From an optimization exercise on the open Yosys and OpenROAD flow, aimed at small area and a short achievable clock period; shortcuts taken in it are not production practice.
Only simulation tests tie the RTL to the original design; equivalence was not proved.
No activity file was given, so power comes from the tool's default toggle rates.

[flow/config.mk]
export PLATFORM = sky130hd
export DESIGN_NAME = fetch_unit
export DESIGN_NICKNAME = fetch_unit
export VERILOG_FILES = /design/flow/design.v
export SDC_FILE = /design/flow/constraint.sdc
export NUM_CORES = 4
export LEC_CHECK = 0
export CAP_MARGIN = 20
export CORE_MARGIN = 2
export CORE_UTILIZATION = 60
export SETUP_SLACK_MARGIN = 2.5
export SLEW_MARGIN = 20
export SYNTH_HIERARCHICAL = 1
export SYNTH_MINIMUM_KEEP_SIZE = 0
[flow/run.sh]
#!/bin/bash
# synth_recipe.tcl (not shown) runs the flow's synth.tcl, then flattens the netlist and writes it again
# the make line also repeats each setting of config.mk as NAME=value (left out here)
make -C /OpenROAD-flow-scripts/flow DESIGN_CONFIG=/design/flow/config.mk WORK_HOME=/design/flow/orfs CLKGATE_MAP_FILE= SYNTH_SCRIPT=/design/flow/synth_recipe.tcl finish
[flow/program.hex]
// One 32-bit instruction word per line, hex, word index 0 upward
00000013
00100093
00200113
002081b3
40110233
0041f2b3
0052e333
005343b3
00739413
0033d493
00a00513
00b50593
fea58ee3
00c58633
0062a6b3
00d68733
00e707b3
00f78833
010808b3
01188933
c0ffee01
012909b3
01398a33
014a0ab3
015a8b33
016b0bb3
017b8c33
018c0cb3
019c8d33
01ad0db3
01bd8e33
00008067
[flow/constraint.sdc]
create_clock -name core_clock -period 5.0 [get_ports {clk}]
set_input_delay 1.0000 -clock core_clock [delete_from_list [all_inputs] [get_ports {clk}]]
set_output_delay 1.0000 -clock core_clock [all_outputs]
set_load 0.01 [all_outputs]
[flow/design.v]
`timescale 1ns/1ns
package fetch_pkg;
    typedef logic [31:0] word_t;
    typedef enum logic [1:0] {
        strong_nt = 2'b00,
        weak_nt   = 2'b01,
        weak_t    = 2'b10,
        strong_t  = 2'b11
    } pred_state_e;
    typedef struct packed {
        logic  branch;
        logic  taken;
        logic  mispredict;
        word_t branch_pc;
        word_t dest;
    } resolve_t;
    typedef struct packed {
        word_t pc;
        word_t npc;
        word_t instr;
    } fetch_t;
endpackage
`timescale 1ns/1ns
module instruction_rom #(
    parameter int DEPTH = 32
) (
    input  logic [$clog2(DEPTH)-1:0] rd_idx,
    output fetch_pkg::word_t         instr_word
);
    fetch_pkg::word_t rom [DEPTH];
    initial begin
        $readmemh("program.hex", rom);
    end
    assign instr_word = rom[rd_idx];
endmodule
`timescale 1ns/1ns
module target_buffer #(
    parameter int DEPTH = 32
) (
    input  logic             clk,
    input  logic             rst,
    input  logic [DEPTH-1:0] target_we,
    input  fetch_pkg::word_t target_data,
    input  logic [DEPTH-1:0] rd_sel,
    output fetch_pkg::word_t stored,
    output logic [DEPTH-1:0] valid
);
    logic [DEPTH-1:0][31:0] next_addr;
    always_ff @(posedge clk) begin
        for (int i = 0; i < DEPTH; i++) begin
            if (target_we[i]) begin
                next_addr[i] <= target_data;
            end
        end
    end
    always_ff @(posedge clk or posedge rst) begin
        if (rst) begin
            valid <= '0;
        end else begin
            valid <= valid | target_we;
        end
    end
    always_comb begin
        stored = '0;
        for (int i = 0; i < DEPTH; i++) begin
            stored = stored | (next_addr[i] & {32{rd_sel[i]}});
        end
    end
endmodule
`timescale 1ns/1ns
module predictor_table #(
    parameter int DEPTH = 32
) (
    input  logic                     clk,
    input  logic                     rst,
    input  logic                     step_en,
    input  logic                     taken,
    input  logic [$clog2(DEPTH)-1:0] upd_idx,
    output logic [DEPTH-1:0]         target_we
);
    localparam int IDX_W = $clog2(DEPTH);
    logic [DEPTH-1:0] dir;
    logic [DEPTH-1:0] sat;
    logic [DEPTH-1:0] hit;
    always_comb begin
        for (int i = 0; i < DEPTH; i++) begin
            hit[i] = step_en && (upd_idx == IDX_W'(i));
            target_we[i] = hit[i] && !sat[i] && (dir[i] != taken);
        end
    end
    always_ff @(posedge clk or posedge rst) begin
        if (rst) begin
            dir    <= '0;
            sat    <= '0;
        end else begin
            for (int i = 0; i < DEPTH; i++) begin
                if (hit[i]) begin
                    dir[i]    <= sat[i] ? dir[i] : taken;
                    sat[i] <= (dir[i] == taken);
                end
            end
        end
    end
endmodule
`timescale 1ns/1ns
module fetch_sequencer #(
    parameter int DEPTH = 32
) (
    input  logic                     clk,
    input  logic                     rst,
    input  logic                     stall,
    input  logic                     mem_stall,
    input  logic                     mispredict,
    input  fetch_pkg::word_t         dest,
    output logic [$clog2(DEPTH)-1:0] fetch_idx,
    input  fetch_pkg::word_t         instr_word,
    input  logic [DEPTH-1:0]         valid,
    output logic [DEPTH-1:0]         rd_sel,
    input  fetch_pkg::word_t         stored,
    output fetch_pkg::word_t         fetch_pc,
    output fetch_pkg::word_t         fetch_npc,
    output fetch_pkg::word_t         fetch_instr
);
    localparam int IDX_W = $clog2(DEPTH);
    fetch_pkg::word_t fetch_addr;
    fetch_pkg::word_t pred_next;
    logic [IDX_W:0]   seq_next;
    logic             unwritten;
    logic             load_en;
    assign fetch_addr = mispredict ? dest : fetch_npc;
    assign fetch_idx  = fetch_addr[IDX_W-1:0];
    always_comb begin
        unwritten = 1'b0;
        for (int i = 0; i < DEPTH; i++) begin
            rd_sel[i] = valid[i] && (fetch_idx == IDX_W'(i));
            unwritten = unwritten | (!valid[i] && (fetch_idx == IDX_W'(i)));
        end
    end
    assign seq_next  = {1'b0, fetch_idx} + 1'b1;
    assign pred_next = stored | (unwritten ? 32'(seq_next) : 32'd0);
    assign load_en = !mem_stall && (mispredict || !stall);
    always_ff @(posedge clk or posedge rst) begin
        if (rst) begin
            fetch_pc    <= '0;
            fetch_npc   <= '0;
            fetch_instr <= '0;
        end else if (load_en) begin
            fetch_pc    <= fetch_addr;
            fetch_npc   <= pred_next;
            fetch_instr <= instr_word;
        end
    end
endmodule
`timescale 1ns/1ns
module fetch_unit #(
    parameter int DEPTH = 32
) (
    input  logic        clk,
    input  logic        rst,
    input  logic        stall,
    input  logic        mem_stall,
    input  logic        resolve_branch,
    input  logic        resolve_taken,
    input  logic        resolve_mispredict,
    input  logic [31:0] resolve_branch_pc,
    input  logic [31:0] resolve_dest,
    output logic [31:0] fetch_pc,
    output logic [31:0] fetch_npc,
    output logic [31:0] fetch_instr
);
    localparam int IDX_W = $clog2(DEPTH);
    logic [IDX_W-1:0] fetch_idx;
    fetch_pkg::word_t instr_word;
    logic [DEPTH-1:0] rd_sel;
    fetch_pkg::word_t stored;
    logic [DEPTH-1:0] valid;
    logic [DEPTH-1:0] target_we;
    fetch_sequencer #(
        .DEPTH (DEPTH)
    ) u_seq (
        .clk          (clk),
        .rst          (rst),
        .stall        (stall),
        .mem_stall    (mem_stall),
        .mispredict   (resolve_mispredict),
        .dest         (resolve_dest),
        .fetch_idx    (fetch_idx),
        .instr_word   (instr_word),
        .valid        (valid),
        .rd_sel       (rd_sel),
        .stored       (stored),
        .fetch_pc     (fetch_pc),
        .fetch_npc    (fetch_npc),
        .fetch_instr  (fetch_instr)
    );
    instruction_rom #(
        .DEPTH (DEPTH)
    ) u_rom (
        .rd_idx     (fetch_idx),
        .instr_word (instr_word)
    );
    target_buffer #(
        .DEPTH (DEPTH)
    ) u_tgt (
        .clk          (clk),
        .rst          (rst),
        .target_we    (target_we),
        .target_data  (resolve_dest),
        .rd_sel       (rd_sel),
        .stored       (stored),
        .valid        (valid)
    );
    predictor_table #(
        .DEPTH (DEPTH)
    ) u_pred (
        .clk        (clk),
        .rst        (rst),
        .step_en    (resolve_branch && !mem_stall),
        .taken      (resolve_taken),
        .upd_idx    (resolve_branch_pc[IDX_W-1:0]),
        .target_we  (target_we)
    );
endmodule
==> impl_metrics.yaml, run 1 <==
placed_design:
  placed_cells: 3823
  dp_hpwl_mm: 68.3
  port_buffers: 139
  gp_congestion: 0.881
clock_tree:
  root_buffer: "clkbuf_16"
  cts.sinks: 1216
  insertion_delay_ns: 0.71
  cts.hold.buffers_added: 0
  cts_tree: "built"
  clockBufferDepth: 3
  htree_levels: 3
  clkTransAtPathRegs_ns: 0.06
  numCtsBuffers: 117
routing:
  vias: 29500
  post_drt_wl_per_cell_um: 35.2
  final_antenna_net_count: 0
  drc_errors: 0
  drt-pass1-iter-count: 8
  routed_wl_mm: 149
  vias_per_cell: 6.98
  drtIter0Drc: 4099
power_and_ir_drop:
  p_total_w: 0.0232
  cellLeakagePower_nw: 19.3
  ir_drop_mv: 0.336
  power.density_mw_per_mm2: 414
die:
  die_area_mm2: 0.0793
  die_h_um: 282
  num_rows: 101
  io_pins: 167
  start_util: 0.608
  core_mm2: 0.0761
  die_x_um: 282
worst_hold_path:
  hold_class: "register to register"
  holdPathEnd: "u_seq.fetch_instr[3]$_DFFE_PP0P_"
  holdPathStages: 1
  min-delay-start: "u_seq.fetch_instr[3]$_DFFE_PP0P_"
global_routing:
  antenna_found_initial: 8
  grt_max_degree: 60
  grt_pass1_vias: 28400
  grt_overflow: 0
  track_usage: 0.376
  grt_pass1_wl_mm: 206
synthesis:
  synth.cell_area_mm2: 0.0462
  seq_area_frac_synth: 0.769
  synth_cells: 2723
  syn_nets: 2815
  async_flop_share: 0.158
  synth_area_leader_cell: "edfxtp_1"
  synth_xor_area_frac: 0.00663
  synth_warnings: 10
  synth.most_common_cell: "edfxtp_1"
  synth_top_family_by_area: "compound AO/OA/AOI/OAI gates"
  synth_flop_cell: "edfxtp_1"
  yosysUniqueCellTypes: 77
  synth_edf_count: 1024
  synthMuxAreaShare: 0.0375
  synthAdderAreaFrac: 0.00568
  ys_seq_elements: 1216
  synth_top_area_frac: 0.665
  syn_area_per_cell_um2: 17.0
  synthSimpleGateAreaFrac: 0.0605
  yosys-top-cells-count: "edfxtp_1, a22oi_1, dfrtp_1"
  synth_compound_area_frac: 0.0991
  synth_area_leaders: "edfxtp_1, dfrtp_1, a22oi_1"
worst_setup_path:
  worstPathMaxFanout: 8
  cp.arrival_ns: 3.64
  r2r_cells: 11
  ff2ff_setup_slack_ns: 2.03
  critical_path_class: "input pin to register"
  worstReg2RegEnd: "u_seq.fetch_npc[30]$_DFFE_PP0P_"
  cp-end-kind: "register"
  worstReg2RegStart: "u_seq.fetch_npc[0]$_DFFE_PP0P_"
  cp.required_ns: 5.57
  startpoint_type: "input pin"
timing:
  final_max_slew_viol_count: 0
  rsz0062_at_grt: "yes"
  fin_crit_sh: 0.613
  setup_violations: 0
  slew_headroom: 0.284
  fmax_ghz: 0.326
  fin_crit_ns: 3.06
  skew_ns: 0.0232
  tns_ns: 0
  hold_ws_ns: 0.499
  hold_violations: 0
  worst_pin_slew_ns: 1.07
final_layout:
  fin_nets: 3171
  final_cell_count_no_fill: 4221
  area_delta_synth_final_pct: 21.5
  drive_above_1_share: 0.276
flow_run:
  cap_violations: 0
status:
  status: "complete, no violations"
power by group:
group	total (W)	leakage (nW)	switching (W)	internal [W]
clock	0.00867	1.86	0.00384	0.00483
sequential	0.0117	11.7	0.000354	0.0114
combinational	0.00285	5.80	0.00161	0.00124
total	0.0232	19.3	0.00580	0.0174
registers in the layout, indices dropped and copies added (netlist names):
signal and flops:
u_pred.sat 32, u_seq.fetch_pc 32, u_seq.fetch_instr 32, u_seq.fetch_npc 32, u_tgt.valid 32, u_pred.dir 32
u_tgt.next_addr 1024
kinds of logic (layout without fill, tap and decap cells):
logic type,Yosys count,in the layout
buffers and inverters,189,621
flip-flops,1216,1216
AO/OA/AOI/OAI,622,622
adder cells (fa/ha/maj),21,21
XOR/XNOR,35,35
AND/OR/NAND/NOR,480,509
other,2,9
multiplexers,158,158
metrics by stage:
| step | instance area, µm² | setup WS, ns | utilization |
|---|---|---|---|
| floorplan | 46800 | 1.38 | - |
| global placement | 49400 | 0.293 | 0.649 |
| detailed placement | 49400 | 0.243 | 0.649 |
| CTS | 55700 | 1.98 | 0.733 |
| global route | 56200 | 1.91 | 0.738 |
| finish | 56200 | 1.94 | 0.738 |
worst max-delay path, cell delays in order:
cell     delay [ns]
buf_16         0.12
mux2i_4        0.27
inv_2          0.11
ha_4           0.19
and2_4         0.21
and3_4         0.27
buf_12         0.19
buf_4          0.15
a22oi_2        0.15
nand4_1        0.12
or4_4          0.57
mux2_4         0.29
worst max path at each step:
stage                            start                              end  slack, ns  cells past startpoint
detailed placement     resolve_dest[1]  u_seq.fetch_npc[19]$_DFFE_PP0P_       0.24                     10
CTS                 resolve_mispredict  u_seq.fetch_npc[24]$_DFFE_PP0P_       1.98                     11
floorplan           resolve_mispredict   u_seq.fetch_npc[0]$_DFFE_PP0P_       1.38                     14
global placement       resolve_dest[1]  u_seq.fetch_npc[19]$_DFFE_PP0P_       0.29                     10
finish              resolve_mispredict  u_seq.fetch_npc[30]$_DFFE_PP0P_       1.94                     12
global route        resolve_mispredict   u_seq.fetch_npc[4]$_DFFE_PP0P_       1.91                     15
repair_timing:
item,in CTS,in global routing
gates resized for setup,429,80
endpoints found under the setup margin,1221,413
buffers inserted,108,17
cloned,38,4
pin swaps,146,55
final cells by class:
class	instances	area, µm²
diodes	7	17.5
clock buffers	151	3150
clock inverters	73	654
fillers	4742	19900
inverters	24	108
multi-input cells	1347	11500
flip-flops and latches	1216	35600
well taps	1030	1290
repair buffers	373	3940
per-layer routing:
| layer | vias to the layer above | wire (µm) | global-route usage |
|---|---|---|---|
| met5 | - | 113 | 0 |
| met4 | 10 | 9000 | 0.187 |
| met3 | 463 | 18600 | 0.0956 |
| met2 | 2091 | 67600 | 0.577 |
| met1 | 15100 | 53400 | 0.506 |
| li1 | 11900 | - | - |
cell usage in the layout (no fill, tap or decap), drive strengths merged, types with 8 or more instances in the layout:
| master | synthesis | layout |
|---|---|---|
| edfxtp | 1024 | 1024 |
| a22oi | 513 | 513 |
| buf | 94 | 253 |
| dfrtp | 192 | 192 |
| clkbuf | 71 | 159 |
| nand4 | 130 | 130 |
| mux2 | 119 | 119 |
| dlygate4sd2 | 0 | 99 |
| nor2 | 88 | 88 |
| and3 | 33 | 56 |
| clkinv | 0 | 56 |
| a21oi | 52 | 52 |
| mux2i | 39 | 39 |
| or2 | 35 | 35 |
| xnor2 | 34 | 34 |
| nor3 | 34 | 34 |
| or4 | 32 | 32 |
| nand2 | 29 | 30 |
| inv | 24 | 27 |
| nor4 | 21 | 21 |
| ha | 21 | 21 |
| and2 | 12 | 17 |
| nand3 | 15 | 15 |
| o21ai | 14 | 14 |
| nand2b | 11 | 11 |
| or3 | 11 | 11 |
| nor2b | 9 | 9 |
| clkdlybuf4s50 | 0 | 8 |
| a221oi | 8 | 8 |
==> run 2: changes to the inputs <==
--- a/flow/config.mk
+++ b/flow/config.mk
@@ -10,3 +10,2 @@
 export CORE_UTILIZATION = 60
-export SETUP_SLACK_MARGIN = 2.5
 export SLEW_MARGIN = 20
==> run 2 against run 1 <==
  * Still clean
  * Flip-flop and latch count stayed put
  * Clock skew is 0.0057 ns higher
  * Design area is 5.2% lower
  * Die area stayed put
  * Setup slack worse by 1.1 ns
  * Fmax is 26% lower
  * Combinational power is 15% lower
  * Via count is 8.7% lower
  * Global-route usage is 6.8 points lower
  * Hold slack worse by 0.024 ns
  * Cell count is 3.9% lower
  * Largest power group unchanged
  * Highest routed layer is now met4
==> impl_metrics.yaml, run 2 <==
status:
  status: "complete, no violations"
timing:
  skew_ns: 0.0289
  hold_ws_ns: 0.475
  worst_pin_slew_ns: 1.22
  hold_violations: 0
  slew_headroom: 0.186
  fmax_ghz: 0.242
  final_max_slew_viol_count: 0
  rsz0062_at_grt: "no"
  setup_violations: 0
  fin_crit_sh: 0.827
  fin_crit_ns: 4.14
worst_hold_path:
  holdPathEnd: "u_tgt.valid[30]$_DFF_PP0_"
  holdPathStages: 1
  hold_class: "register to register"
  min-delay-start: "u_tgt.valid[30]$_DFF_PP0_"
worst_setup_path:
  worstReg2RegStart: "u_seq.fetch_npc[2]$_DFFE_PP0P_"
  cp.arrival_ns: 4.70
  startpoint_type: "input pin"
  r2r_cells: 8
  slowest_delay_ns: 0.75
  cp_cell_sequence: "clkdlybuf4s50_1, nand3b_1, nand2_1, and3_1, buf_4, a22oi_1, nand4_1, or4_1, mux2_2"
  worstPathMaxFanout: 23
  slowest_stage: "clkdlybuf4s50_1"
  cp.required_ns: 5.56
  worstReg2RegEnd: "u_seq.fetch_npc[1]$_DFFE_PP0P_"
  cp-end-kind: "register"
  ff2ff_setup_slack_ns: 1.38
  critical_path_class: "input pin to register"
routing:
  final_antenna_net_count: 0
  drt-pass1-iter-count: 7
  vias_per_cell: 6.63
  post_drt_wl_per_cell_um: 29.8
  vias: 26900
  routed_wl_mm: 121
  drtIter0Drc: 3362
  drc_errors: 0
die:
  start_util: 0.608
  num_rows: 101
  die_x_um: 282
  die_h_um: 282
  io_pins: 167
  core_mm2: 0.0761
  die_area_mm2: 0.0793
clock_tree:
  cts_tree: "built"
  htree_levels: 3
  cts.hold.buffers_added: 0
  post_cts_buffers: 0
  clockBufferDepth: 3
  root_buffer: "clkbuf_16"
  insertion_delay_ns: 0.70
  clkTransAtPathRegs_ns: 0.06
  numCtsBuffers: 117
  ctsResizeCount: 0
  cts.sinks: 1216
flow_run:
  cap_violations: 0
power_and_ir_drop:
  power.internal_w: 0.0178
  cellLeakagePower_nw: 18.1
  pwr-share-comb: 0.104
  p_sw_frac: 0.230
  pwr-share-seq: 0.503
  p_sw_w: 0.00531
  clkPwrFrac: 0.393
  ir_drop_mv: 0.369
  power.density_mw_per_mm2: 434
synthesis:
  synth.most_common_cell: "edfxtp_1"
  synth_area_leader_cell: "edfxtp_1"
  synth_edf_count: 1024
  synth_warnings: 10
  synth_flop_cell: "edfxtp_1"
  syn_area_per_cell_um2: 17.0
  seq_area_frac_synth: 0.769
  synth.cell_area_mm2: 0.0462
  yosys-top-cells-count: "edfxtp_1, a22oi_1, dfrtp_1"
  synth_area_leaders: "edfxtp_1, dfrtp_1, a22oi_1"
  synth_top_area_frac: 0.665
  syn_nets: 2815
  synth_cells: 2723
  async_flop_share: 0.158
  yosysUniqueCellTypes: 77
  ys_seq_elements: 1216
placed_design:
  gp_congestion: 0.872
  placed_cells: 3834
  port_buffers: 139
  dp_hpwl_mm: 67.8
final_layout:
  final_cell_count_no_fill: 4056
  final_cell_mix: "edfxtp_1, a22oi_1, dfrtp_1"
  area_delta_synth_final_pct: 15.3
  fill_cells: 5060
  drive_above_1_share: 0.173
  layout_commonest_cell: "edfxtp_1"
  largest_reg_flops: 1024
  multiInputGateArea_mm2: 0.0101
  largest_register: "u_tgt.next_addr"
  seq_area_mm2: 0.0356
  fin_nets: 3015
global_routing:
  grt_pass1_vias: 26500
  grt_pass1_wl_mm: 175
  track_usage: 0.308
  antenna_found_initial: 6
  grt_max_degree: 63
  grt_overflow: 0
==> run 2: metrics by stage <==
step | utilization | cell area [µm²] | setup TNS, ns | setup slack [ns] | total power [W]
2_1_floorplan | - | 46300 | -60.60 | -0.468 | 0.0131
4_1_cts | 0.701 | 53300 | 0 | 1.01 | 0.0232
3_3_place_gp | 0.648 | 49300 | 0 | 0.248 | 0.0142
6_report | 0.700 | 53300 | 0 | 0.864 | 0.0231
5_1_grt | 0.700 | 53300 | 0 | 0.785 | 0.0238
3_5_place_dp | 0.648 | 49300 | 0 | 0.283 | 0.0142
==> run 2: kinds of logic after synthesis <==
group | Yosys count | synth area share
buffers and inverters | 189 | 0.0213
xor gates and xnor gates | 35 | 0.00663
muxes | 158 | 0.0375
adders and majority gates | 21 | 0.00568
and+or+nand+nor | 480 | 0.0605
AOI/OAI and AO/OA | 622 | 0.0991
DFF | 1216 | 0.769
other | 2 | 0.000162
==> run 2: worst max-delay path by stage <==
stage                         start                         endpoint  slack, ns  depth (start not counted)
2_1_floorplan  resolve_branch_pc[3]    u_tgt.next_addr[64]$_DFFE_PP_      -0.47                          4
3_3_place_gp        resolve_dest[3]   u_seq.fetch_npc[1]$_DFFE_PP0P_       0.25                         10
3_5_place_dp        resolve_dest[3]   u_seq.fetch_npc[1]$_DFFE_PP0P_       0.28                         10
4_1_cts             resolve_dest[3]   u_seq.fetch_npc[1]$_DFFE_PP0P_       1.01                         10
5_1_grt             resolve_dest[3]  u_seq.fetch_npc[30]$_DFFE_PP0P_       0.79                          9
6_report            resolve_dest[3]  u_seq.fetch_npc[30]$_DFFE_PP0P_       0.86                          9
==> run 2: critical path: cells and delay by family <==
family / cells / cell delay, ns
buffers and inverters: 2 / 1.17
multiplexers: 1 / 0.32
AND/OR/NAND/NOR: 5 / 1.96
AO/OA/AOI/OAI: 1 / 0.22
==> run 2: layer usage <==
layer / wire [µm] / share of wire / global-route usage
met5: 0 / 0 / 0
met4: 3170 / 0.026 / 0.0926
met3: 10600 / 0.087 / 0.0479
met2: 58800 / 0.49 / 0.502
met1: 48500 / 0.40 / 0.435
==> run 2: cell type report <==
| type | count | share of cell area |
|---|---|---|
| Antenna cell | 1 | 0.0000470 |
| Clock buffer | 145 | 0.0579 |
| Clock inverter | 76 | 0.0174 |
| Inverter | 24 | 0.00174 |
| Multi-Input combinational cell | 1318 | 0.189 |
| Sequential cell | 1216 | 0.667 |
| Tap cell | 1030 | 0.0242 |
| Timing Repair Buffer | 246 | 0.0425 |
==> run 2: power by group through the flow <==
stage	combinational (W)	sequential (W)	clock, W
2_1_floorplan	0.00126	0.0119	0
3_3_place_gp	0.00236	0.0118	0
3_5_place_dp	0.00241	0.0118	0
4_1_cts	0.00242	0.0116	0.00920
5_1_grt	0.00261	0.0117	0.00957
6_report	0.00241	0.0116	0.00909
==> run 3: changes to the inputs <==
==> flow/flow/run.sh (new file) <==
#!/bin/bash
# Standard layout, run whole; each tool's output lands in standard.log
bash standard.sh > standard.log 2>&1
==> flow/standard.sh (new file) <==
#!/bin/bash
# synth_recipe.tcl (not shown) runs the flow's synth.tcl, then flattens the netlist and writes it again
# the make line also repeats each setting of config.mk as NAME=value (left out here)
make -C /OpenROAD-flow-scripts/flow DESIGN_CONFIG=/design/flow/config.mk WORK_HOME=/design/flow/orfs CLKGATE_MAP_FILE= SYNTH_SCRIPT=/design/flow/synth_recipe.tcl "${@:-finish}"
removed: flow/run.sh
==> run 3 against run 2 <==
  * Largest power group unchanged
  * Critical path type unchanged
  * Hold slack unchanged
  * First-iteration DRC count unchanged
  * Sequential power about the same
  * Highest routed layer unchanged
  * Critical path depth unchanged
  * Sequential share of layout area unchanged
==> impl_metrics.yaml, run 3 <==
status:
  status: "complete, no violations"
final_layout:
  final_cell_mix: "edfxtp_1, a22oi_1, dfrtp_1"
  layout_commonest_cell: "edfxtp_1"
  multiInputGateArea_mm2: 0.0101
  fin_nets: 3015
  drive_above_1_share: 0.173
  fill_cells: 5060
  largest_reg_flops: 1024
  area_delta_synth_final_pct: 15.3
  largest_register: "u_tgt.next_addr"
  seq_area_mm2: 0.0356
worst_setup_path:
  cp_cell_sequence: "clkdlybuf4s50_1, nand3b_1, nand2_1, and3_1, buf_4, a22oi_1, nand4_1, or4_1, mux2_2"
  cp-end-kind: "register"
  slowest_stage: "clkdlybuf4s50_1"
  ff2ff_setup_slack_ns: 1.38
  worstReg2RegStart: "u_seq.fetch_npc[2]$_DFFE_PP0P_"
  worstReg2RegEnd: "u_seq.fetch_npc[1]$_DFFE_PP0P_"
  slowest_delay_ns: 0.75
  critical_path_class: "input pin to register"
  cp.arrival_ns: 4.70
  startpoint_type: "input pin"
  path_buf_inv: 2
  cp.required_ns: 5.56
  cp_top_family: "simple AND/OR/NAND/NOR gates"
  worstPathMaxFanout: 23
  r2r_cells: 8
synthesis:
  synth_area_leaders: "edfxtp_1, dfrtp_1, a22oi_1"
  synth_warnings: 10
  synth_flop_cell: "edfxtp_1"
  synth_top_area_frac: 0.665
  seq_area_frac_synth: 0.769
  synth.most_common_cell: "edfxtp_1"
  synthAdderAreaFrac: 0.00568
  synth_area_leader_cell: "edfxtp_1"
  synth_top_family_by_area: "compound AO/OA/AOI/OAI gates"
  synth_compound_area_frac: 0.0991
  yosysUniqueCellTypes: 77
  async_flop_share: 0.158
  synthSimpleGateAreaFrac: 0.0605
  synth.cell_area_mm2: 0.0462
  synth_edf_count: 1024
  yosys-top-cells-count: "edfxtp_1, a22oi_1, dfrtp_1"
  synth_xor_area_frac: 0.00663
  syn_nets: 2815
  synthMuxAreaShare: 0.0375
  ys_seq_elements: 1216
  synth_cells: 2723
  syn_area_per_cell_um2: 17.0
timing:
  fmax_ghz: 0.242
  rsz0062_at_grt: "no"
  skew_ns: 0.0289
  final_max_slew_viol_count: 0
  fin_crit_sh: 0.827
  worst_pin_slew_ns: 1.22
  hold_ws_ns: 0.475
  tns_ns: 0
  fin_crit_ns: 4.14
  setup_violations: 0
  slew_headroom: 0.186
  hold_violations: 0
global_routing:
  grt_pass1_wl_mm: 175
  antenna_found_initial: 6
  track_usage: 0.308
  grt_overflow: 0
  grt_pass1_vias: 26500
  grt_max_degree: 63
worst_hold_path:
  holdPathEnd: "u_tgt.valid[30]$_DFF_PP0_"
  holdPathStages: 1
  min-delay-start: "u_tgt.valid[30]$_DFF_PP0_"
  hold_class: "register to register"
power_and_ir_drop:
  ir_drop_mv: 0.369
  p_sw_frac: 0.230
  cellLeakagePower_nw: 18.1
  power.internal_w: 0.0178
  p_sw_w: 0.00531
  pwr-share-comb: 0.104
  power.density_mw_per_mm2: 434
  pwr-share-seq: 0.503
  clkPwrFrac: 0.393
placed_design:
  dp_hpwl_mm: 67.8
  port_buffers: 139
  gp_congestion: 0.872
die:
  start_util: 0.608
  core_mm2: 0.0761
  die_area_mm2: 0.0793
  io_pins: 167
  die_x_um: 282
  num_rows: 101
  die_h_um: 282
clock_tree:
  cts.sinks: 1216
  ctsResizeCount: 0
  root_buffer: "clkbuf_16"
  clockBufferDepth: 3
  insertion_delay_ns: 0.70
  post_cts_buffers: 0
  cts.hold.buffers_added: 0
  cts_tree: "built"
  numCtsBuffers: 117
  htree_levels: 3
  clkTransAtPathRegs_ns: 0.06
flow_run:
  cap_violations: 0
routing:
  drt-pass1-iter-count: 7
  post_drt_wl_per_cell_um: 29.8
  routed_wl_mm: 121
  final_antenna_net_count: 0
  drc_errors: 0
  vias_per_cell: 6.63
  drtIter0Drc: 3362
  vias: 26900
## run 3: cell counts in the layout (fill, tap and decap cells not counted)
Identical to the previous run, type by type.
## run 3: area by class of cell
cell class | count | area share
tap | 1030 | 0.0242
inverter | 24 | 0.00174
multi-input combinational | 1318 | 0.189
clock inverter | 76 | 0.0174
clock buffer | 145 | 0.0579
timing repair buffer | 246 | 0.0425
sequential | 1216 | 0.667
antenna | 1 | 0.0000470
## run 3: kinds of logic after synthesis
kind of cell | count (synthesis)
flip-flops | 1216
AO/OA/AOI/OAI | 622
AND/OR/NAND/NOR | 480
buffers and inverters | 189
multiplexers | 158
XOR/XNOR | 35
adder cells (fa/ha/maj) | 21
other | 2
## run 3: through the flow
step	worst slack [ns]	total power (W)	cell area [µm²]	instances	utilization
after global routing	0.785	0.0238	53300	4055	0.700
after floorplan	-0.468	0.0131	46300	2723	-
final	0.864	0.0231	53300	4056	0.700
after detailed placement	0.283	0.0142	49300	3834	0.648
after CTS	1.01	0.0232	53300	4055	0.701
after global placement	0.248	0.0142	49300	3834	0.648
## run 3: how the worst max path moves through the flow
stage / startpoint / endpoint / slack [ns] / depth (start not counted)
after floorplan: resolve_branch_pc[3] / u_tgt.next_addr[64]$_DFFE_PP_ / -0.47 / 4
after global placement: resolve_dest[3] / u_seq.fetch_npc[1]$_DFFE_PP0P_ / 0.25 / 10
after detailed placement: resolve_dest[3] / u_seq.fetch_npc[1]$_DFFE_PP0P_ / 0.28 / 10
after CTS: resolve_dest[3] / u_seq.fetch_npc[1]$_DFFE_PP0P_ / 1.01 / 10
after global routing: resolve_dest[3] / u_seq.fetch_npc[30]$_DFFE_PP0P_ / 0.79 / 9
final: resolve_dest[3] / u_seq.fetch_npc[30]$_DFFE_PP0P_ / 0.86 / 9
## run 3: power by group through the flow
stage | Sequential, W | Combinational [W] | Clock (W)
2_1_floorplan | 0.0119 | 0.00126 | 0
3_3_place_gp | 0.0118 | 0.00236 | 0
3_5_place_dp | 0.0118 | 0.00241 | 0
4_1_cts | 0.0116 | 0.00242 | 0.00920
5_1_grt | 0.0117 | 0.00261 | 0.00957
6_report | 0.0116 | 0.00241 | 0.00909
## run 3: metal layers
metal  global-route usage  vias to the layer above  wire length [µm]
met5                    0                        -                 0
met4               0.0926                        0              3170
met3               0.0479                      195             10600
met2                0.502                     1309             58800
met1                0.435                    13900             48500
li1                     -                    11500                 -
==> run 4: changes to the inputs <==
--- a/flow/design.v
+++ b/flow/design.v
@@ -44,5 +44,6 @@
     input  logic [DEPTH-1:0] rd_sel,
-    output fetch_pkg::word_t stored,
+    output logic [3:0][31:0] stored_part,
     output logic [DEPTH-1:0] valid
 );
+    localparam int PART = DEPTH / 4;
     logic [DEPTH-1:0][31:0] next_addr;
@@ -63,5 +64,8 @@
     always_comb begin
-        stored = '0;
-        for (int i = 0; i < DEPTH; i++) begin
-            stored = stored | (next_addr[i] & {32{rd_sel[i]}});
+        for (int p = 0; p < 4; p++) begin
+            stored_part[p] = '0;
+            for (int i = 0; i < PART; i++) begin
+                stored_part[p] = stored_part[p] |
+                                 (next_addr[p * PART + i] & {32{rd_sel[p * PART + i]}});
+            end
         end
@@ -87,3 +91,3 @@
             hit[i] = step_en && (upd_idx == IDX_W'(i));
-            target_we[i] = hit[i] && !sat[i] && (dir[i] != taken);
+            target_we[i] = hit[i] && (taken ? (!sat[i] && !dir[i]) : (!sat[i] && dir[i]));
         end
@@ -92,8 +96,8 @@
         if (rst) begin
-            dir    <= '0;
-            sat    <= '0;
+            dir <= '0;
+            sat <= '0;
         end else begin
             for (int i = 0; i < DEPTH; i++) begin
+                dir[i] <= dir[i] ^ target_we[i];
                 if (hit[i]) begin
-                    dir[i]    <= sat[i] ? dir[i] : taken;
                     sat[i] <= (dir[i] == taken);
@@ -118,3 +122,3 @@
     output logic [DEPTH-1:0]         rd_sel,
-    input  fetch_pkg::word_t         stored,
+    input  logic [3:0][31:0]         stored_part,
     output fetch_pkg::word_t         fetch_pc,
@@ -126,4 +130,5 @@
     fetch_pkg::word_t pred_next;
-    logic [IDX_W:0]   seq_next;
-    logic             unwritten;
+    fetch_pkg::word_t seq_next;
+    logic [3:0]       dec_lo;
+    logic [7:0]       dec_hi;
     logic             load_en;
@@ -132,10 +137,18 @@
     always_comb begin
-        unwritten = 1'b0;
+        for (int i = 0; i < 4; i++) begin
+            dec_lo[i] = (fetch_idx[1:0] == 2'(i));
+        end
+        for (int i = 0; i < 8; i++) begin
+            dec_hi[i] = (fetch_idx[4:2] == 3'(i));
+        end
+        seq_next = '0;
         for (int i = 0; i < DEPTH; i++) begin
-            rd_sel[i] = valid[i] && (fetch_idx == IDX_W'(i));
-            unwritten = unwritten | (!valid[i] && (fetch_idx == IDX_W'(i)));
-        end
-    end
-    assign seq_next  = {1'b0, fetch_idx} + 1'b1;
-    assign pred_next = stored | (unwritten ? 32'(seq_next) : 32'd0);
+            rd_sel[i] = valid[i] && dec_lo[i % 4] && dec_hi[i / 4];
+            if (!valid[i] && dec_lo[i % 4] && dec_hi[i / 4]) begin
+                seq_next = seq_next | 32'(i + 1);
+            end
+        end
+    end
+    assign pred_next = stored_part[0] | stored_part[1] | stored_part[2] |
+                       stored_part[3] | seq_next;
     assign load_en = !mem_stall && (mispredict || !stall);
@@ -173,5 +186,5 @@
     fetch_pkg::word_t instr_word;
-    logic [DEPTH-1:0] rd_sel;
-    fetch_pkg::word_t stored;
-    logic [DEPTH-1:0] valid;
+    logic [DEPTH-1:0]      rd_sel;
+    logic [3:0][31:0]      stored_part;
+    logic [DEPTH-1:0]      valid;
     logic [DEPTH-1:0] target_we;
@@ -190,3 +203,3 @@
         .rd_sel       (rd_sel),
-        .stored       (stored),
+        .stored_part  (stored_part),
         .fetch_pc     (fetch_pc),
@@ -209,3 +222,3 @@
         .rd_sel       (rd_sel),
-        .stored       (stored),
+        .stored_part  (stored_part),
         .valid        (valid)
==> flow/run.sh (new file) <==
#!/bin/bash
# synth_recipe.tcl (not shown) runs the flow's synth.tcl, then flattens the netlist and writes it again
# the make line also repeats each setting of config.mk as NAME=value (left out here)
make -C /OpenROAD-flow-scripts/flow DESIGN_CONFIG=/design/flow/config.mk WORK_HOME=/design/flow/orfs CLKGATE_MAP_FILE= SYNTH_SCRIPT=/design/flow/synth_recipe.tcl finish
--- a/flow/config.mk
+++ b/flow/config.mk
@@ -10,2 +10,3 @@
 export CORE_UTILIZATION = 60
+export SETUP_SLACK_MARGIN = 2.5
 export SLEW_MARGIN = 20
removed: flow/flow/run.sh
removed: flow/standard.sh
==> run 4 against run 3 <==
  * Sequential power about the same
  * Total power shrank 0.50%
  * Global-route usage rose by 2.7 points
  * Non-clock buffer count grew 161
  * Core utilization increased by 3.5 points
  * Design area increased by 6.4%
  * Critical endpoint is now u_seq.fetch_npc[0]$_DFFE_PP0P_
  * Largest cell class unchanged
==> impl_metrics.yaml, run 4 <==
routing:
  drtIter0Drc: 3394
  vias: 28600
  drt-pass1-iter-count: 5
  drc_errors: 0
  vias_per_cell: 6.71
  post_drt_wl_per_cell_um: 31.3
  routed_wl_mm: 133
  final_antenna_net_count: 0
timing:
  tns_ns: 0
  skew_ns: 0.0250
  fmax_ghz: 0.341
  fin_crit_sh: 0.586
  worst_pin_slew_ns: 1.08
  hold_violations: 0
  fin_crit_ns: 2.93
  slew_headroom: 0.279
  rsz0062_at_grt: "yes"
  setup_violations: 0
  fin_ws_ns: 2.07
  final_max_slew_viol_count: 0
die:
  die_h_um: 282
  die_area_mm2: 0.0797
  num_rows: 102
  io_pins: 167
  start_util: 0.603
  die_x_um: 282
  core_mm2: 0.0771
worst_setup_path:
  path_buf_inv: 0
  critical_path_class: "register to register"
  cp-end-kind: "register"
  cp_cell_sequence: "and3b_2, or2_4, and3_4, a22oi_2, nand4_1, or4_4, a311oi_2, o2111ai_1, o32a_1"
  startpoint_type: "register"
  cp.arrival_ns: 3.49
  cp_top_family: "simple AND/OR/NAND/NOR gates"
  cp.required_ns: 5.55
  slowest_delay_ns: 0.53
  worstPathMaxFanout: 6
  slowest_stage: "or4_4"
synthesis:
  seq_area_frac_synth: 0.765
  synth_cells: 2762
  syn_area_per_cell_um2: 16.8
  synth_area_leaders: "edfxtp_1, dfrtp_1, a22oi_1"
  synth_flop_cell: "edfxtp_1"
  yosys-top-cells-count: "edfxtp_1, a22oi_1, dfrtp_1"
  syn_nets: 2848
  synth_warnings: 10
  ys_seq_elements: 1216
  synth_edf_count: 1024
  yosysUniqueCellTypes: 88
  synth.most_common_cell: "edfxtp_1"
  synth_top_area_frac: 0.662
  synth_area_leader_cell: "edfxtp_1"
  async_flop_share: 0.158
  synth.cell_area_mm2: 0.0465
clock_tree:
  clockBufferDepth: 3
  htree_levels: 3
  numCtsBuffers: 119
  cts_tree: "built"
  clkTransAtPathRegs_ns: 0.06
  insertion_delay_ns: 0.70
  cts.hold.buffers_added: 0
  cts.sinks: 1216
  root_buffer: "clkbuf_16"
power_and_ir_drop:
  cellLeakagePower_nw: 19.3
  power.density_mw_per_mm2: 406
  p_total_w: 0.0230
  ir_drop_mv: 0.340
global_routing:
  grt_max_degree: 150
  grt_overflow: 0
  grt_pass1_wl_mm: 190
  track_usage: 0.335
  antenna_found_initial: 1
  grt_pass1_vias: 27900
final_layout:
  fill_cells: 4787
  area_delta_synth_final_pct: 22.0
  final_cell_mix: "edfxtp_1, a22oi_1, dfrtp_1"
  largest_register: "u_tgt.next_addr"
  layout_commonest_cell: "edfxtp_1"
  seq_area_mm2: 0.0356
  drive_above_1_share: 0.270
  largest_reg_flops: 1024
  multiInputGateArea_mm2: 0.0115
  fin_nets: 3209
  final_util: 0.736
placed_design:
  gp_congestion: 0.901
  dp_hpwl_mm: 72.5
  port_buffers: 139
  post-place-ws_ns: 0.272
worst_hold_path:
  hold_class: "register to register"
flow_run:
  cap_violations: 0
status:
  status: "complete, no violations"
run 4: changes by cell type after synthesis, sizes merged, moves of 16 or more:
cell / delta
buf: +58
clkbuf: -53
nor4: +34
or4: -30
a21oi: +28
mux2: -19
nor2: +16
run 4: cell families (layout without fill, tap and decap cells):
logic type	after synthesis	count (layout)	share of synthesized area
DFF	1216	1216	0.765
AOI/OAI and AO/OA	668	668	0.105
and+or+nand+nor	508	510	0.0628
buffers and inverters	186	647	0.0249
muxes	134	134	0.0316
xor gates and xnor gates	33	33	0.00622
adders and majority gates	15	15	0.00404
other	2	3	0.000162
run 4: per-layer routing:
| metal | track usage | vias up | part of all wire |
|---|---|---|---|
| met5 | 0 | - | 0 |
| met4 | 0.111 | 0 | 0.036 |
| met3 | 0.0468 | 258 | 0.084 |
| met2 | 0.561 | 1571 | 0.50 |
| met1 | 0.457 | 14800 | 0.38 |
| li1 | - | 12000 | - |
run 4: through the flow:
stage	instance area (µm²)	hold slack, ns	std cells
floorplan	47100	0.437	2762
global placement	49600	0.470	3892
detailed placement	49600	0.461	3892
CTS	56300	0.483	4237
global route	56700	0.512	4265
finish	56700	0.485	4266
run 4: layout make-up:
type,instances,share of cell area
Timing Repair inverter,1,0.000132
Timing Repair Buffer,407,0.0787
Multi-Input combinational cell,1362,0.202
Inverter,16,0.00126
Sequential cell,1216,0.627
Clock buffer,165,0.0582
Tap cell,1040,0.0229
Antenna cell,1,0.0000441
Clock inverter,58,0.00953
run 4: path summary, 6_finish.rpt:
kind | slack (ns) | to | depth (start not counted) | start
min reg2reg | 0.49 | u_tgt.valid[18]$_DFF_PP0_ | 1 | u_tgt.valid[18]$_DFF_PP0_
max in group asynchronous | 2.91 | u_seq.fetch_instr[6]$_DFFE_PP0P_ | 3 | rst
max | 2.07 | u_seq.fetch_npc[0]$_DFFE_PP0P_ | 9 | u_seq.fetch_npc[1]$_DFFE_PP0P_
min in group asynchronous | 1.10 | u_pred.sat[11]$_DFFE_PP0P_ | 2 | rst
min | 0.49 | u_tgt.valid[18]$_DFF_PP0_ | 1 | u_tgt.valid[18]$_DFF_PP0_
max reg2reg | 2.07 | u_seq.fetch_npc[0]$_DFFE_PP0P_ | 9 | u_seq.fetch_npc[1]$_DFFE_PP0P_
run 4: power by group:
part           internal [W]  switching [W]  leakage [nW]  total, W
Combinational       0.00114        0.00150          5.79   0.00264
Sequential           0.0113       0.000268          11.6    0.0116
Clock               0.00502        0.00373          1.89   0.00876
Total                0.0175        0.00550          19.3    0.0230
run 4: repair_timing:
| item | in CTS | in global routing |
|---|---|---|
| setup buffers | 100 | 25 |
| pin swaps | 131 | 85 |
| resized for setup | 495 | 80 |
| cloned | 22 | 2 |
| setup endpoints to repair | 1238 | 625 |
==> run 5: changes to the inputs <==
==> flow/flow/run.sh (new file) <==
#!/bin/bash
# The standard layout (the standard.sh, standard synthesis unchanged) with
# two changes made through ORFS's own environment hooks:
#  - port buffers are buf_2 cells rather than the slow delay cells that
#    buffer_ports picks by default;
#  - clock tree: larger sink clusters and no dummy loads.
# ORFS's per-step logs go to orfs/logs/; make's whole output to standard.log.
set -euo pipefail
export BUFFER_PORTS_ARGS="-buffer_cell sky130_fd_sc_hd__buf_2"
export CTS_ARGS="-sink_clustering_enable -repair_clock_nets -dont_use_dummy_load -sink_clustering_size 24 -sink_clustering_max_diameter 80"
bash standard.sh > standard.log 2>&1
==> flow/standard.sh (new file) <==
#!/bin/bash
# synth_recipe.tcl (not shown) runs the flow's synth.tcl, then flattens the netlist and writes it again
# the make line also repeats each setting of config.mk as NAME=value (left out here)
make -C /OpenROAD-flow-scripts/flow DESIGN_CONFIG=/design/flow/config.mk WORK_HOME=/design/flow/orfs CLKGATE_MAP_FILE= SYNTH_SCRIPT=/design/flow/synth_recipe.tcl "${@:-finish}"
removed: flow/run.sh
==> run 5 against run 4 <==
  * Critical path depth up 1
  * Design area decreased by 4.9%
  * Register-to-register slack worse by 0.03 ns
  * Core utilization down 3.6 points
  * Non-clock buffer count up 26
  * Count of clock-buffer cells in the layout is 107 lower
  * Die area did not move
  * Synthesized cell count did not move
  * Clock power is 43% lower
  * First-iteration DRC count decreased by 7.0%
  * Largest power group unchanged
  * Highest routed layer is now met5
==> impl_metrics.yaml, run 5 <==
status:
  status: "complete, no violations"
global_routing:
  grt_pass1_vias: 27400
  grt_overflow: 0
  track_usage: 0.336
  grt_pass1_wl_mm: 191
  antenna_found_initial: 2
  grt_max_degree: 146
worst_setup_path:
  cp_cell_sequence: "buf_12, nand2b_4, o22ai_2, and3_4, a22oi_1, nand4_1, or4_1, a311oi_2, o2111ai_1, o32a_1"
  worstReg2RegStart: "u_seq.fetch_npc[1]$_DFFE_PP0P_"
  cp-end-kind: "register"
  cp.required_ns: 5.53
  critical_path_class: "input pin to register"
  worstReg2RegEnd: "u_seq.fetch_npc[0]$_DFFE_PP0P_"
  path_buf_inv: 1
  r2r_cells: 9
  slowest_stage: "or4_1"
  cp_top_family: "simple AND/OR/NAND/NOR gates"
  ff2ff_setup_slack_ns: 2.04
  slowest_delay_ns: 0.56
  startpoint_type: "input pin"
  worstPathMaxFanout: 39
  cp.arrival_ns: 3.51
final_layout:
  largest_register: "u_tgt.next_addr"
  fill_cells: 5167
  final_util: 0.699
  largest_reg_flops: 1024
  area_delta_synth_final_pct: 16.0
  final_cell_mix: "edfxtp_1, a22oi_1, dfrtp_1"
  layout_commonest_cell: "edfxtp_1"
  fin_nets: 3176
  drive_above_1_share: 0.287
  num_antenna_cells: 0
synthesis:
  yosys-top-cells-count: "edfxtp_1, a22oi_1, dfrtp_1"
  synth_top_area_frac: 0.662
  syn_nets: 2848
  ys_seq_elements: 1216
  synth_area_leaders: "edfxtp_1, dfrtp_1, a22oi_1"
  seq_area_frac_synth: 0.765
  yosysUniqueCellTypes: 88
  synth_cells: 2762
  syn_area_per_cell_um2: 16.8
  synth_flop_cell: "edfxtp_1"
  synth_warnings: 10
  synth.most_common_cell: "edfxtp_1"
  async_flop_share: 0.158
  synth_edf_count: 1024
  synth_area_leader_cell: "edfxtp_1"
  synth.cell_area_mm2: 0.0465
power_and_ir_drop:
  cellLeakagePower_nw: 18.1
  ir_drop_mv: 0.407
  power.density_mw_per_mm2: 357
die:
  die_h_um: 282
  num_rows: 102
  die_x_um: 282
  core_mm2: 0.0771
  die_area_mm2: 0.0797
  start_util: 0.603
  io_pins: 167
worst_hold_path:
  holdPathStages: 1
  min-delay-start: "u_seq.fetch_instr[15]$_DFFE_PP0P_"
  holdPathEnd: "u_seq.fetch_instr[15]$_DFFE_PP0P_"
  hold_class: "register to register"
clock_tree:
  htree_levels: 2
  insertion_delay_ns: 0.68
  root_buffer: "clkbuf_16"
  cts.sinks: 1216
  cts_tree: "built"
  cts.hold.buffers_added: 0
  clkTransAtPathRegs_ns: 0.09
  numCtsBuffers: 58
  clockBufferDepth: 3
routing:
  drc_errors: 0
  drt-pass1-iter-count: 6
  drtIter0Drc: 3157
  post_drt_wl_per_cell_um: 32.4
  final_antenna_net_count: 0
  vias: 28300
  vias_per_cell: 6.85
  routed_wl_mm: 134
placed_design:
  port_buffers: 139
  gp_congestion: 0.868
  dp_hpwl_mm: 74.6
timing:
  hold_violations: 0
  fin_crit_sh: 0.594
  tns_ns: 0
  fmax_ghz: 0.336
  rsz0062_at_grt: "yes"
  setup_violations: 0
  fin_crit_ns: 2.97
  slew_headroom: 0.421
  worst_pin_slew_ns: 0.869
  final_max_slew_viol_count: 0
  skew_ns: 0.0666
flow_run:
  cap_violations: 0
[run 5: worst reg2reg max path, stage by stage, from the launching register on]
cell and delay, ns:
dfrtp_2 0.47, and3b_2 0.25, or2_4 0.31, and3_4 0.21
a22oi_2 0.15, nand4_1 0.16, or4_1 0.56, a311oi_2 0.25
o2111ai_1 0.17, o32a_1 0.33
[run 5: repair_timing]
action	4_1_cts	5_1_grt
resized for setup	321	77
setup endpoints to repair	956	327
pin swaps	149	65
setup buffers	155	25
gates cloned	16	0
[run 5: area by class of cell]
cell class                 instances  area (µm²)  share of cell area
sequential                      1216       35600               0.660
tap                             1040        1300              0.0241
clock buffer                      58        1450              0.0269
multi-input combinational       1364       11500               0.213
timing repair inverter             1        7.51            0.000139
timing repair buffer             433        4030              0.0748
inverter                          16        71.3             0.00132
[run 5: how the worst max path moves through the flow]
stage | startpoint | endpoint | slack [ns] | cells past startpoint
5_1_grt | u_seq.fetch_npc[0]$_DFFE_PP0P_ | u_seq.fetch_npc[0]$_DFFE_PP0P_ | 1.97 | 9
4_1_cts | resolve_dest[3] | u_seq.fetch_npc[0]$_DFFE_PP0P_ | 2.10 | 10
3_5_place_dp | resolve_dest[4] | u_seq.fetch_npc[3]$_DFFE_PP0P_ | 0.43 | 11
2_1_floorplan | resolve_mispredict | u_seq.fetch_npc[1]$_DFFE_PP0P_ | 1.51 | 12
6_report | resolve_dest[4] | u_seq.fetch_npc[0]$_DFFE_PP0P_ | 2.03 | 10
3_3_place_gp | resolve_dest[4] | u_seq.fetch_npc[3]$_DFFE_PP0P_ | 0.45 | 11
[run 5: per-layer routing]
| metal | vias to the layer above | part of all wire | global-route usage |
|---|---|---|---|
| met5 | - | 0.000097 | 0 |
| met4 | 2 | 0.036 | 0.120 |
| met3 | 254 | 0.088 | 0.0510 |
| met2 | 1542 | 0.49 | 0.549 |
| met1 | 14700 | 0.39 | 0.463 |
| li1 | 11800 | - | - |
[run 5: kinds of logic (layout without fill, tap and decap cells)]
group,after synthesis,after routing,share of synthesized area
buffers and inverters,186,508,0.0249
DFF,1216,1216,0.765
and+or+nand+nor,508,512,0.0628
muxes,134,134,0.0316
xor gates and xnor gates,33,33,0.00622
AOI/OAI and AO/OA,668,668,0.105
other,2,2,0.000162
adders and majority gates,15,15,0.00404
[run 5: power by group]
part           internal (W)  switching (W)
sequential           0.0113       0.000277
clock               0.00206        0.00294
combinational       0.00113        0.00154
total                0.0145        0.00476
[run 5: per-stage QoR]
step	power [W]	cells	setup slack [ns]	area (µm²)	hold slack, ns
2_1_floorplan	0.0131	2762	1.51	47100	0.437
3_3_place_gp	0.0138	3874	0.446	48800	0.459
3_5_place_dp	0.0139	3874	0.426	48800	0.470
4_1_cts	0.0192	4103	2.10	53400	0.495
5_1_grt	0.0199	4128	1.97	53900	0.510
6_report	0.0193	4128	2.03	53900	0.505
==> run 6: changes to the inputs <==
--- a/flow/design.v
+++ b/flow/design.v
@@ -39,12 +39,14 @@
 ) (
-    input  logic             clk,
-    input  logic             rst,
-    input  logic [DEPTH-1:0] target_we,
-    input  fetch_pkg::word_t target_data,
-    input  logic [DEPTH-1:0] rd_sel,
-    output logic [3:0][31:0] stored_part,
-    output logic [DEPTH-1:0] valid
-);
-    localparam int PART = DEPTH / 4;
+    input  logic                     clk,
+    input  logic                     rst,
+    input  logic [DEPTH-1:0]         target_we,
+    input  fetch_pkg::word_t         target_data,
+    input  logic [DEPTH-1:0]         rd_sel,
+    input  logic [DEPTH-1:0]         rst_sel,
+    input  logic                     npc_hold,
+    output logic [DEPTH-1:0]         valid,
+    output fetch_pkg::word_t         fetch_npc
+);
     logic [DEPTH-1:0][31:0] next_addr;
+    fetch_pkg::word_t       npc_nxt;
     always_ff @(posedge clk) begin
@@ -64,8 +66,13 @@
     always_comb begin
-        for (int p = 0; p < 4; p++) begin
-            stored_part[p] = '0;
-            for (int i = 0; i < PART; i++) begin
-                stored_part[p] = stored_part[p] |
-                                 (next_addr[p * PART + i] & {32{rd_sel[p * PART + i]}});
-            end
+        npc_nxt = fetch_npc & {32{npc_hold}};
+        for (int i = 0; i < DEPTH; i++) begin
+            npc_nxt = npc_nxt | (next_addr[i] & {32{rd_sel[i]}}) |
+                      (32'(i + 1) & {32{rst_sel[i]}});
+        end
+    end
+    always_ff @(posedge clk or posedge rst) begin
+        if (rst) begin
+            fetch_npc <= '0;
+        end else begin
+            fetch_npc <= npc_nxt;
         end
@@ -118,2 +125,3 @@
     input  fetch_pkg::word_t         dest,
+    input  fetch_pkg::word_t         fetch_npc,
     output logic [$clog2(DEPTH)-1:0] fetch_idx,
@@ -122,5 +130,5 @@
     output logic [DEPTH-1:0]         rd_sel,
-    input  logic [3:0][31:0]         stored_part,
+    output logic [DEPTH-1:0]         rst_sel,
+    output logic                     npc_hold,
     output fetch_pkg::word_t         fetch_pc,
-    output fetch_pkg::word_t         fetch_npc,
     output fetch_pkg::word_t         fetch_instr
@@ -129,4 +137,2 @@
     fetch_pkg::word_t fetch_addr;
-    fetch_pkg::word_t pred_next;
-    fetch_pkg::word_t seq_next;
     logic [3:0]       dec_lo;
@@ -136,2 +142,4 @@
     assign fetch_idx  = fetch_addr[IDX_W-1:0];
+    assign load_en  = !mem_stall && (mispredict || !stall);
+    assign npc_hold = !load_en;
     always_comb begin
@@ -141,15 +149,9 @@
         for (int i = 0; i < 8; i++) begin
-            dec_hi[i] = (fetch_idx[4:2] == 3'(i));
-        end
-        seq_next = '0;
-        for (int i = 0; i < DEPTH; i++) begin
-            rd_sel[i] = valid[i] && dec_lo[i % 4] && dec_hi[i / 4];
-            if (!valid[i] && dec_lo[i % 4] && dec_hi[i / 4]) begin
-                seq_next = seq_next | 32'(i + 1);
-            end
-        end
-    end
-    assign pred_next = stored_part[0] | stored_part[1] | stored_part[2] |
-                       stored_part[3] | seq_next;
-    assign load_en = !mem_stall && (mispredict || !stall);
+            dec_hi[i] = load_en && (fetch_idx[4:2] == 3'(i));
+        end
+        for (int i = 0; i < DEPTH; i++) begin
+            rd_sel[i]  = valid[i] && dec_lo[i % 4] && dec_hi[i / 4];
+            rst_sel[i] = !valid[i] && dec_lo[i % 4] && dec_hi[i / 4];
+        end
+    end
     always_ff @(posedge clk or posedge rst) begin
@@ -157,3 +159,2 @@
             fetch_pc    <= '0;
-            fetch_npc   <= '0;
             fetch_instr <= '0;
@@ -161,3 +162,2 @@
             fetch_pc    <= fetch_addr;
-            fetch_npc   <= pred_next;
             fetch_instr <= instr_word;
@@ -186,5 +186,6 @@
     fetch_pkg::word_t instr_word;
-    logic [DEPTH-1:0]      rd_sel;
-    logic [3:0][31:0]      stored_part;
-    logic [DEPTH-1:0]      valid;
+    logic [DEPTH-1:0] rd_sel;
+    logic [DEPTH-1:0] rst_sel;
+    logic             npc_hold;
+    logic [DEPTH-1:0] valid;
     logic [DEPTH-1:0] target_we;
@@ -199,2 +200,3 @@
         .dest         (resolve_dest),
+        .fetch_npc    (fetch_npc),
         .fetch_idx    (fetch_idx),
@@ -203,5 +205,5 @@
         .rd_sel       (rd_sel),
-        .stored_part  (stored_part),
+        .rst_sel      (rst_sel),
+        .npc_hold     (npc_hold),
         .fetch_pc     (fetch_pc),
-        .fetch_npc    (fetch_npc),
         .fetch_instr  (fetch_instr)
@@ -222,4 +224,6 @@
         .rd_sel       (rd_sel),
-        .stored_part  (stored_part),
-        .valid        (valid)
+        .rst_sel      (rst_sel),
+        .npc_hold     (npc_hold),
+        .valid        (valid),
+        .fetch_npc    (fetch_npc)
     );
==> run 6 against run 5 <==
  * Flip-flop and latch count did not move
  * Setup slack improved by 0.12 ns
  * Clock power up 0.8%
  * Via count grew 3.8%
  * Critical path type is now register to register
  * Critical endpoint is now u_tgt.fetch_npc[1]$_DFF_PP0_
  * Largest cell class unchanged
  * Highest routed layer unchanged
==> impl_metrics.yaml, run 6 <==
timing:
  worst_pin_slew_ns: 0.926
  hold_violations: 0
  fmax_ghz: 0.350
  setup_violations: 0
  fin_crit_ns: 2.86
  fin_crit_sh: 0.571
  rsz0062_at_grt: "yes"
  tns_ns: 0
  slew_headroom: 0.374
  final_max_slew_viol_count: 0
  skew_ns: 0.0511
synthesis:
  synth.most_common_cell: "edfxtp_1"
  synth_top_area_frac: 0.666
  ys_seq_elements: 1216
  synth_edf_count: 1024
  synth_xor_area_frac: 0.00645
  syn_area_per_cell_um2: 17.3
  synth_top_family_by_area: "compound AO/OA/AOI/OAI gates"
  synth_cells: 2666
  synth_compound_area_frac: 0.0991
  syn_nets: 2751
  synthAdderAreaFrac: 0.00379
  synth_flop_cell: "edfxtp_1"
  synthSimpleGateAreaFrac: 0.0631
  synth_area_leaders: "edfxtp_1, dfrtp_1, a22oi_1"
  synth_warnings: 10
  synth.cell_area_mm2: 0.0462
  yosysUniqueCellTypes: 87
  seq_area_frac_synth: 0.770
  synth_area_leader_cell: "edfxtp_1"
  synthMuxAreaShare: 0.0392
  async_flop_share: 0.158
  yosys-top-cells-count: "edfxtp_1, a22oi_1, dfrtp_1"
clock_tree:
  htree_levels: 2
  clockBufferDepth: 3
  cts_tree: "built"
  cts.sinks: 1216
  insertion_delay_ns: 0.68
  cts.hold.buffers_added: 0
  numCtsBuffers: 58
  clkTransAtPathRegs_ns: 0.10
  root_buffer: "clkbuf_16"
global_routing:
  grt_max_degree: 65
  antenna_found_initial: 7
  grt_pass1_vias: 27800
  track_usage: 0.384
  grt_pass1_wl_mm: 210
  grt_overflow: 0
worst_setup_path:
  startpoint_type: "register"
  worstReg2RegEnd: "u_tgt.fetch_npc[1]$_DFF_PP0_"
  cp.required_ns: 5.53
  worstReg2RegStart: "u_tgt.fetch_npc[4]$_DFF_PP0_"
  worstPathMaxFanout: 6
  cp-end-kind: "register"
  r2r_cells: 8
  critical_path_class: "register to register"
  cp.arrival_ns: 3.38
  ff2ff_setup_slack_ns: 2.14
power_and_ir_drop:
  power.density_mw_per_mm2: 348
  ir_drop_mv: 0.333
  cellLeakagePower_nw: 18.7
placed_design:
  port_buffers: 139
  gp_congestion: 0.869
  dpl_cell_area_mm2: 0.0492
  dp_hpwl_mm: 72.7
final_layout:
  drive_above_1_share: 0.303
  layout_commonest_cell: "edfxtp_1"
  final_cell_mix: "edfxtp_1, a22oi_1, dfrtp_1"
  seq_area_mm2: 0.0356
  largest_reg_flops: 1024
  area_delta_synth_final_pct: 18.2
  largest_register: "u_tgt.next_addr"
  final_area_mm2: 0.0546
  fill_cells: 4737
  multiInputGateArea_mm2: 0.0114
  fin_nets: 3084
die:
  start_util: 0.607
  num_rows: 101
  io_pins: 167
  core_mm2: 0.0761
  die_h_um: 281
  die_x_um: 281
  die_area_mm2: 0.0792
routing:
  routed_wl_mm: 154
  post_drt_wl_per_cell_um: 38.2
  drc_errors: 0
  final_antenna_net_count: 0
  drtIter0Drc: 4798
  drt-pass1-iter-count: 6
  vias_per_cell: 7.29
  vias: 29400
status:
  status: "complete, no violations"
flow_run:
  cap_violations: 0
worst_hold_path:
  hold_class: "input pin to async pin"
-- run 6: cell types whose count changed after synthesis, moves of 26 or more --
cell      previous run  this run
buf_2              102        27
nand4_1            132        93
mux2_2              98       136
clkbuf_1            17        94
a222oi_1             0        31
a21oi_1             79        16
a22oi_1            512       415
nor2_1             104        43
a221oi_1             0        35
a22o_1               1        27
and3_1              34         1
mux2i_1             33         3
-- run 6: per-stage QoR --
stage | hold WS [ns] | util | setup slack (ns) | power (W) | instances
after floorplan | 0.437 | - | 1.56 | 0.0129 | 2666
after global placement | 0.443 | 0.647 | 0.791 | 0.0137 | 3781
after detailed placement | 0.448 | 0.647 | 0.721 | 0.0137 | 3781
after CTS | 0.467 | 0.705 | 2.25 | 0.0189 | 3988
after global routing | 0.378 | 0.717 | 2.16 | 0.0195 | 4027
final | 0.361 | 0.718 | 2.14 | 0.0190 | 4031
-- run 6: power by group --
part | internal [W] | switching [W]
clock | 0.00206 | 0.00298
sequential | 0.0113 | 0.000285
combinational | 0.00101 | 0.00131
-- run 6: worst max-delay path: stages (launching register included) --
cell,delay [ns]
dfrtp_2,0.47
or3b_4,0.27
a22o_4,0.14
buf_12,0.13
nor4_1,0.08
or4_4,0.58
a2111oi_4,0.33
nand4_1,0.16
or4_4,0.56
-- run 6: how the worst max path moves through the flow --
stage | from | to | slack, ns | depth (start not counted)
floorplan | resolve_branch | u_tgt.next_addr[0]$_DFFE_PP_ | 1.56 | 5
global placement | resolve_mispredict | u_tgt.fetch_npc[28]$_DFF_PP0_ | 0.79 | 11
detailed placement | resolve_mispredict | u_tgt.fetch_npc[2]$_DFF_PP0_ | 0.72 | 8
CTS | resolve_mispredict | u_tgt.fetch_npc[0]$_DFF_PP0_ | 2.25 | 13
global route | u_tgt.fetch_npc[3]$_DFF_PP0_ | u_tgt.fetch_npc[1]$_DFF_PP0_ | 2.16 | 10
finish | u_tgt.fetch_npc[4]$_DFF_PP0_ | u_tgt.fetch_npc[1]$_DFF_PP0_ | 2.14 | 8
-- run 6: final cells by class --
| cell class | instances | share of cell area |
|---|---|---|
| flip-flops and latches | 1216 | 0.651 |
| clock buffers | 58 | 0.0266 |
| well taps | 1030 | 0.0236 |
| diodes | 4 | 0.000183 |
| inverters | 17 | 0.00142 |
| repair buffers | 439 | 0.0880 |
| multi-input cells | 1267 | 0.209 |
-- run 6: timing repair --
action	4_1_cts	5_1_grt
setup buffers	128	34
pin swaps	89	63
endpoints found under the setup margin	1107	500
cloned	21	4
resized for setup	258	100
-- run 6: cells by family after synthesis --
logic type                 after synthesis
buffers and inverters                  186
adders and majority gates               14
other                                    2
muxes                                  161
AOI/OAI and AO/OA                      582
and+or+nand+nor                        471
DFF                                   1216
xor gates and xnor gates                34
-- run 6: routing by layer --
metal / vias up / part of all wire / wire length (µm) / global-route usage
li1: 11600 / - / - / -
met2: 2207 / 0.46 / 71500 / 0.601
met4: 4 / 0.047 / 7240 / 0.146
met5: - / 0.00016 / 24 / 0
met1: 15200 / 0.35 / 54400 / 0.534
met3: 362 / 0.13 / 20600 / 0.0849

re-timing with driven ports:
Ports are ideal in the flow. The routed layouts listed here were re-timed in OpenROAD. Step 1 (the two cells are an assumption about what drives the block):
set clk [get_ports {clk}]
set_driving_cell -lib_cell sky130_fd_sc_hd__clkbuf_16 $clk
set_driving_cell -lib_cell sky130_fd_sc_hd__buf_2 [delete_from_list [all_inputs] $clk]
Step 2, shift: input delay + t, output delay - t, t = (earliest + latest rising clock arrival at the registers) / 2. This alone moves slack from input paths to output paths. Three values: ideal ports, drivers, drivers and shift; two values: the first two.
run | shift t [ns] | setup WS [ns] | latest minus earliest clock arrival (ns) | slew at the worst register clock pin (ns) | worst data-port slew with drivers (ns)
run 1 | 0.770 | 1.935 / 1.911 / 1.140 | 0.025 / 0.025 | 0.07 / 0.07 | 0.09
run 2 | 0.748 | 0.864 / 0.906 / 0.158 | 0.034 / 0.034 | 0.06 / 0.06 | 0.09
run 3 | 0.748 | 0.864 / 0.906 / 0.158 | 0.034 / 0.034 | 0.06 / 0.06 | 0.09
run 4 | 0.755 | 2.069 / 1.854 / 1.099 | 0.036 / 0.036 | 0.06 / 0.06 | 0.33
run 5 | 0.715 | 2.028 / 1.806 / 1.092 | 0.069 / 0.069 | 0.10 / 0.10 | 0.32
run 6 | 0.725 | 2.144 / 1.904 / 1.179 | 0.051 / 0.052 | 0.10 / 0.10 | 0.35
After both steps every run listed still meets setup and hold. The setup slack of run 4, which loses most, moves by -0.215 ns with the drivers and by -0.970 ns with both steps.
